Background: an optimization exercise with open tools, aiming at small area, a short achievable clock period and few clock cycles per item. Do not read the settings as production practice. RTL that was checked went through simulation tests only; none was proved equivalent to the original. Power and IR drop assume default switching activity.

== red ==
==> flow/design.v <==
package bec_pkg;
    localparam int ROW_W    = 64;
    localparam int IDX_W    = 12;
    localparam int RCNT_W   = 13;
    localparam int CCNT_W   = 7;
    localparam int CFG_AW   = 1;
    localparam int MAX_COLS = 64;
    localparam int MDATA_W  = 80;
endpackage
module binary_erosion_cross_top #(
    parameter int MAX_ROWS = 4096
) (
    input  logic               aclk,
    input  logic               aresetn,
    input  logic               cfg_wr_en,
    input  logic [bec_pkg::CFG_AW-1:0]  cfg_addr,
    input  logic [bec_pkg::RCNT_W-1:0]  cfg_wdata,
    input  logic               s_tvalid,
    output logic               s_tready,
    input  logic [bec_pkg::ROW_W-1:0]   s_tdata,    
    output logic               m_tvalid,
    input  logic               m_tready,
    output logic [bec_pkg::MDATA_W-1:0] m_tdata,    
    output logic               m_tlast     
);
    localparam int ROW_W = bec_pkg::ROW_W;
    localparam int IDX_W = bec_pkg::IDX_W;
    logic [IDX_W-1:0] hm2_reg;       
    logic [5:0]       wm1_reg;       
    logic [ROW_W-1:0] cur_reg;
    logic [ROW_W-1:0] part_reg;
    logic [IDX_W-1:0] idx_reg;       
    logic             first_reg;     
    logic             fin_reg;       
    logic [ROW_W-1:0] mask;
    logic [ROW_W-1:0] east;
    logic [ROW_W-1:0] part_next;
    logic             take;
    logic             last_row;
    logic [12:0] cfg_rows;
    logic [6:0]  cfg_cols;
    always_comb begin
        cfg_rows = cfg_wdata;
        cfg_cols = cfg_wdata[6:0];
    end
    always_ff @(posedge aclk) begin
        if (!aresetn) begin
            hm2_reg <= '0;
            wm1_reg <= 6'd63;
        end else if (cfg_wr_en) begin
            if (cfg_addr == 1'b0) begin
                if (cfg_rows < 13'd2)         hm2_reg <= '0;
                else if (cfg_rows > 13'd4096) hm2_reg <= 12'd4094;
                else                          hm2_reg <= 12'(cfg_rows - 13'd2);
            end else begin
                if (cfg_cols < 7'd2)          wm1_reg <= 6'd1;
                else if (cfg_cols > 7'd64)    wm1_reg <= 6'd63;
                else                          wm1_reg <= 6'(cfg_cols - 7'd1);
            end
        end
    end
    always_comb begin
        for (int j = 0; j < ROW_W; j++) begin
            mask[j] = (6'(j) <= wm1_reg);
        end
        east = ({1'b0, s_tdata[ROW_W-1:1]}) | ~({1'b0, mask[ROW_W-1:1]});
        part_next = mask & s_tdata & {s_tdata[ROW_W-2:0], 1'b1} & east
                  & (cur_reg | {ROW_W{first_reg}});
    end
    assign take     = s_tvalid && s_tready;
    assign last_row = !first_reg && (idx_reg == hm2_reg);
    always_ff @(posedge aclk) begin
        if (take) begin
            cur_reg  <= s_tdata;
            part_reg <= part_next;
        end
    end
    always_ff @(posedge aclk) begin
        if (!aresetn) begin
            first_reg <= 1'b1;
            fin_reg   <= 1'b0;
        end else begin
            if (fin_reg && m_tready) begin
                fin_reg <= 1'b0;
            end
            if (take) begin
                first_reg <= last_row;
                if (last_row) begin
                    fin_reg <= 1'b1;
                end
            end
        end
    end
    always_ff @(posedge aclk) begin
        if (take) begin
            idx_reg <= first_reg ? '0 : idx_reg + IDX_W'(1);
        end
    end
    assign s_tready = m_tready || (first_reg && !fin_reg);
    assign m_tvalid = fin_reg || (s_tvalid && !first_reg);
    assign m_tdata  = {4'd0, idx_reg, part_reg & (s_tdata | {ROW_W{fin_reg}})};
    assign m_tlast  = fin_reg;
endmodule
Settings: LEC_CHECK=0, CAP_MARGIN=20, CORE_MARGIN=2, CORE_UTILIZATION=40, CTS_BUF_LIST=sky130_fd_sc_hd__clkbuf_8, SETUP_SLACK_MARGIN=2.85, SLEW_MARGIN=20; clock period 5.5 ns.
standard.sh (not shown) runs the stock make flow with config.mk's settings and CLKGATE_MAP_FILE= SYNTH_SCRIPT=/design/flow/synth_recipe.tcl, a recipe that flattens the netlist after the stock synthesis.
==> flow/flow/run.sh <==
#!/bin/bash
# Standard layout, with the port buffers inserted as buf_2 cells instead of the default choice.
set -euo pipefail
export BUFFER_PORTS_ARGS="-buffer_cell sky130_fd_sc_hd__buf_2"
bash standard.sh finish > orfs_flow.log 2>&1
Per the final summary, red finished and its layout is clean on timing, DRC and antenna.
Testbench counts of red, summed over its fixed seeds: cycles 7,854, results 7,566.
#### Input delta (blue over red)
diff --git a/flow/design.v b/flow/design.v
--- a/flow/design.v
+++ b/flow/design.v
@@ -57,16 +57,24 @@
                 else if (cfg_cols > 7'd64)    wm1_reg <= 6'd63;
                 else                          wm1_reg <= 6'(cfg_cols - 7'd1);
             end
         end
     end
+    logic [1:0]  th1;
+    logic [3:0]  th2;
+    logic [7:0]  th3;
+    logic [15:0] th4;
+    logic [31:0] th5;
+    assign th1  = {wm1_reg[0], 1'b1};
+    assign th2  = {th1 & {2{wm1_reg[1]}},  th1 | {2{wm1_reg[1]}}};
+    assign th3  = {th2 & {4{wm1_reg[2]}},  th2 | {4{wm1_reg[2]}}};
+    assign th4  = {th3 & {8{wm1_reg[3]}},  th3 | {8{wm1_reg[3]}}};
+    assign th5  = {th4 & {16{wm1_reg[4]}}, th4 | {16{wm1_reg[4]}}};
+    assign mask = {th5 & {32{wm1_reg[5]}}, th5 | {32{wm1_reg[5]}}};
     always_comb begin
-        for (int j = 0; j < ROW_W; j++) begin
-            mask[j] = (6'(j) <= wm1_reg);
-        end
-        east = ({1'b0, s_tdata[ROW_W-1:1]}) | ~({1'b0, mask[ROW_W-1:1]});
-        part_next = mask & s_tdata & {s_tdata[ROW_W-2:0], 1'b1} & east
+        east = ({1'b0, s_tdata[ROW_W-1:1]} & mask) | (mask & ~{1'b0, mask[ROW_W-1:1]});
+        part_next = east & s_tdata & {s_tdata[ROW_W-2:0], 1'b1}
                   & (cur_reg | {ROW_W{first_reg}});
     end
     assign take     = s_tvalid && s_tready;
     assign last_row = !first_reg && (idx_reg == hm2_reg);
     always_ff @(posedge aclk) begin
Compare red and blue | amount of wire on met3 after detailed routing higher: red. Compared with red, blue shows a lower non-clock buffer share of cell area. The number of cells upsized or downsized after cts of blue falls short of that of red by 15. Share of the clock period used by the worst path essentially unchanged between red and blue. As far as post-layout minimum cycle time is concerned, red and blue perform about the same. Cmp red and blue / share of total power in the clock network / higher: blue. Power, red and blue, lower one = red. Diff red -> blue: fraction of area in registers picked up an extra 0.55 points; first-iteration detailed-routing DRC count went up by 74; cell count after placement neither gained nor lost much; post-detailed-route wirelength per cell lost 1.5%; via count of the first global-routing pass down 51. Total net switching power (blue vs. red) increases slightly.
Testbench counts of blue, summed over its fixed seeds: cycles 7,854, results 7,566.

========
Starts from the design.v that is shown in full above.
clock: 5.5 ns
lec_check: 0
cap_margin: 20
core_margin: 2
core_utilization: 40
cts_buf_list: sky130_fd_sc_hd__clkbuf_8
setup_slack_margin: 3
slew_margin: 20
Scripts as last shown in full above: flow/flow/run.sh
Testbench counts at the start, summed over its fixed seeds: cycles 7,854, results 7,566.
Next try:
--- a/flow/design.v
+++ b/flow/design.v
@@ -28,12 +28,13 @@
     logic [IDX_W-1:0] hm2_reg;       
     logic [5:0]       wm1_reg;       
-    logic [ROW_W-1:0] cur_reg;
-    logic [ROW_W-1:0] part_reg;
+    logic [ROW_W-1:0] cur_reg;       
+    logic [ROW_W-1:0] prev_reg;      
+    logic             top_reg;       
     logic [IDX_W-1:0] idx_reg;       
     logic             first_reg;     
     logic             fin_reg;       
     logic [ROW_W-1:0] mask;
-    logic [ROW_W-1:0] east;
-    logic [ROW_W-1:0] part_next;
+    logic [ROW_W-1:0] cur_next;
+    logic [ROW_W-1:0] res;
     logic             take;
     logic             last_row;
@@ -60,18 +61,26 @@
         end
     end
-    always_comb begin
-        for (int j = 0; j < ROW_W; j++) begin
-            mask[j] = (6'(j) <= wm1_reg);
-        end
-        east = ({1'b0, s_tdata[ROW_W-1:1]}) | ~({1'b0, mask[ROW_W-1:1]});
-        part_next = mask & s_tdata & {s_tdata[ROW_W-2:0], 1'b1} & east
-                  & (cur_reg | {ROW_W{first_reg}});
-    end
+    logic [1:0]  th1;
+    logic [3:0]  th2;
+    logic [7:0]  th3;
+    logic [15:0] th4;
+    logic [31:0] th5;
+    assign th1  = {wm1_reg[0], 1'b1};
+    assign th2  = {th1 & {2{wm1_reg[1]}},  th1 | {2{wm1_reg[1]}}};
+    assign th3  = {th2 & {4{wm1_reg[2]}},  th2 | {4{wm1_reg[2]}}};
+    assign th4  = {th3 & {8{wm1_reg[3]}},  th3 | {8{wm1_reg[3]}}};
+    assign th5  = {th4 & {16{wm1_reg[4]}}, th4 | {16{wm1_reg[4]}}};
+    assign mask = {th5 & {32{wm1_reg[5]}}, th5 | {32{wm1_reg[5]}}};
+    assign cur_next = {mask[ROW_W-2:0], 1'b1} & (s_tdata | ~mask);
+    assign res = cur_reg & {cur_reg[ROW_W-2:0], 1'b1} & {mask[ROW_W-1], cur_reg[ROW_W-1:1]}
+               & (prev_reg | {ROW_W{top_reg}});
     assign take     = s_tvalid && s_tready;
     assign last_row = !first_reg && (idx_reg == hm2_reg);
     always_ff @(posedge aclk) begin
         if (take) begin
-            cur_reg  <= s_tdata;
-            part_reg <= part_next;
+            cur_reg  <= cur_next;
+            prev_reg <= cur_reg;
+            top_reg  <= first_reg;
+            idx_reg  <= first_reg ? '0 : idx_reg + IDX_W'(1);
         end
     end
@@ -92,12 +101,7 @@
         end
     end
-    always_ff @(posedge aclk) begin
-        if (take) begin
-            idx_reg <= first_reg ? '0 : idx_reg + IDX_W'(1);
-        end
-    end
     assign s_tready = m_tready || (first_reg && !fin_reg);
     assign m_tvalid = fin_reg || (s_tvalid && !first_reg);
-    assign m_tdata  = {4'd0, idx_reg, part_reg & (s_tdata | {ROW_W{fin_reg}})};
+    assign m_tdata  = {4'd0, idx_reg, res & (s_tdata | {ROW_W{fin_reg}})};
     assign m_tlast  = fin_reg;
 endmodule
What happened: The new run finished clean. Core utilization is lower by 2.4 points. Sequential share of layout area is higher by 2.2 points. Hold slack gets worse by 0.019 ns. Power is lower by 0.54%. Cell count is higher by 0.75%. Cell area is lower by 4.0%. Routed wire length is higher by 1.3%. Synthesized cell count is higher by 9.2%. Fmax is lower by 6.1%. Via count is higher by 1.7%. Setup slack gets worse by 0.17 ns. Register-to-register slack gets better by 0.03 ns.
For the second run of this note, only the layout was checked, not whether the RTL still works.

==> port drivers added, routing unchanged <==
In the flow no input, the clock included, has a driving cell. The finished layouts below were timed again as built, in two steps. Step 1 (the two cells are an assumption about what drives the block):
set clk [get_ports {aclk}]
set_driving_cell -lib_cell sky130_fd_sc_hd__clkbuf_16 $clk
set_driving_cell -lib_cell sky130_fd_sc_hd__buf_2 [delete_from_list [all_inputs] $clk]
Step 2 moves the port delays by t, midway between the first and last clock arrival at a register: inputs arrive t later, outputs are due t later. That takes back most of the time a late clock gives input paths. Three values: ideal ports, drivers, drivers and shift; two values: the first two.
run | shift t [ns] | setup WS [ns] | worst setup path at the end | worst data-port slew with drivers (ns)
red | 0.480 | 2.861 / 2.825 / 2.528 | input to register | 0.07
blue | 0.501 | 2.859 / 2.817 / 2.574 | input to register | 0.06
the first run of note 2 | 0.491 | 2.865 / 2.808 / 2.579 | input to register | 0.08
the second run of note 2 | 0.486 | 2.695 / 2.641 / 2.641 | input to output | 0.06
After both steps every run listed still meets setup and hold. For red, which loses most, drivers alone change the setup slack by -0.036 ns; drivers and shift together by -0.333 ns.
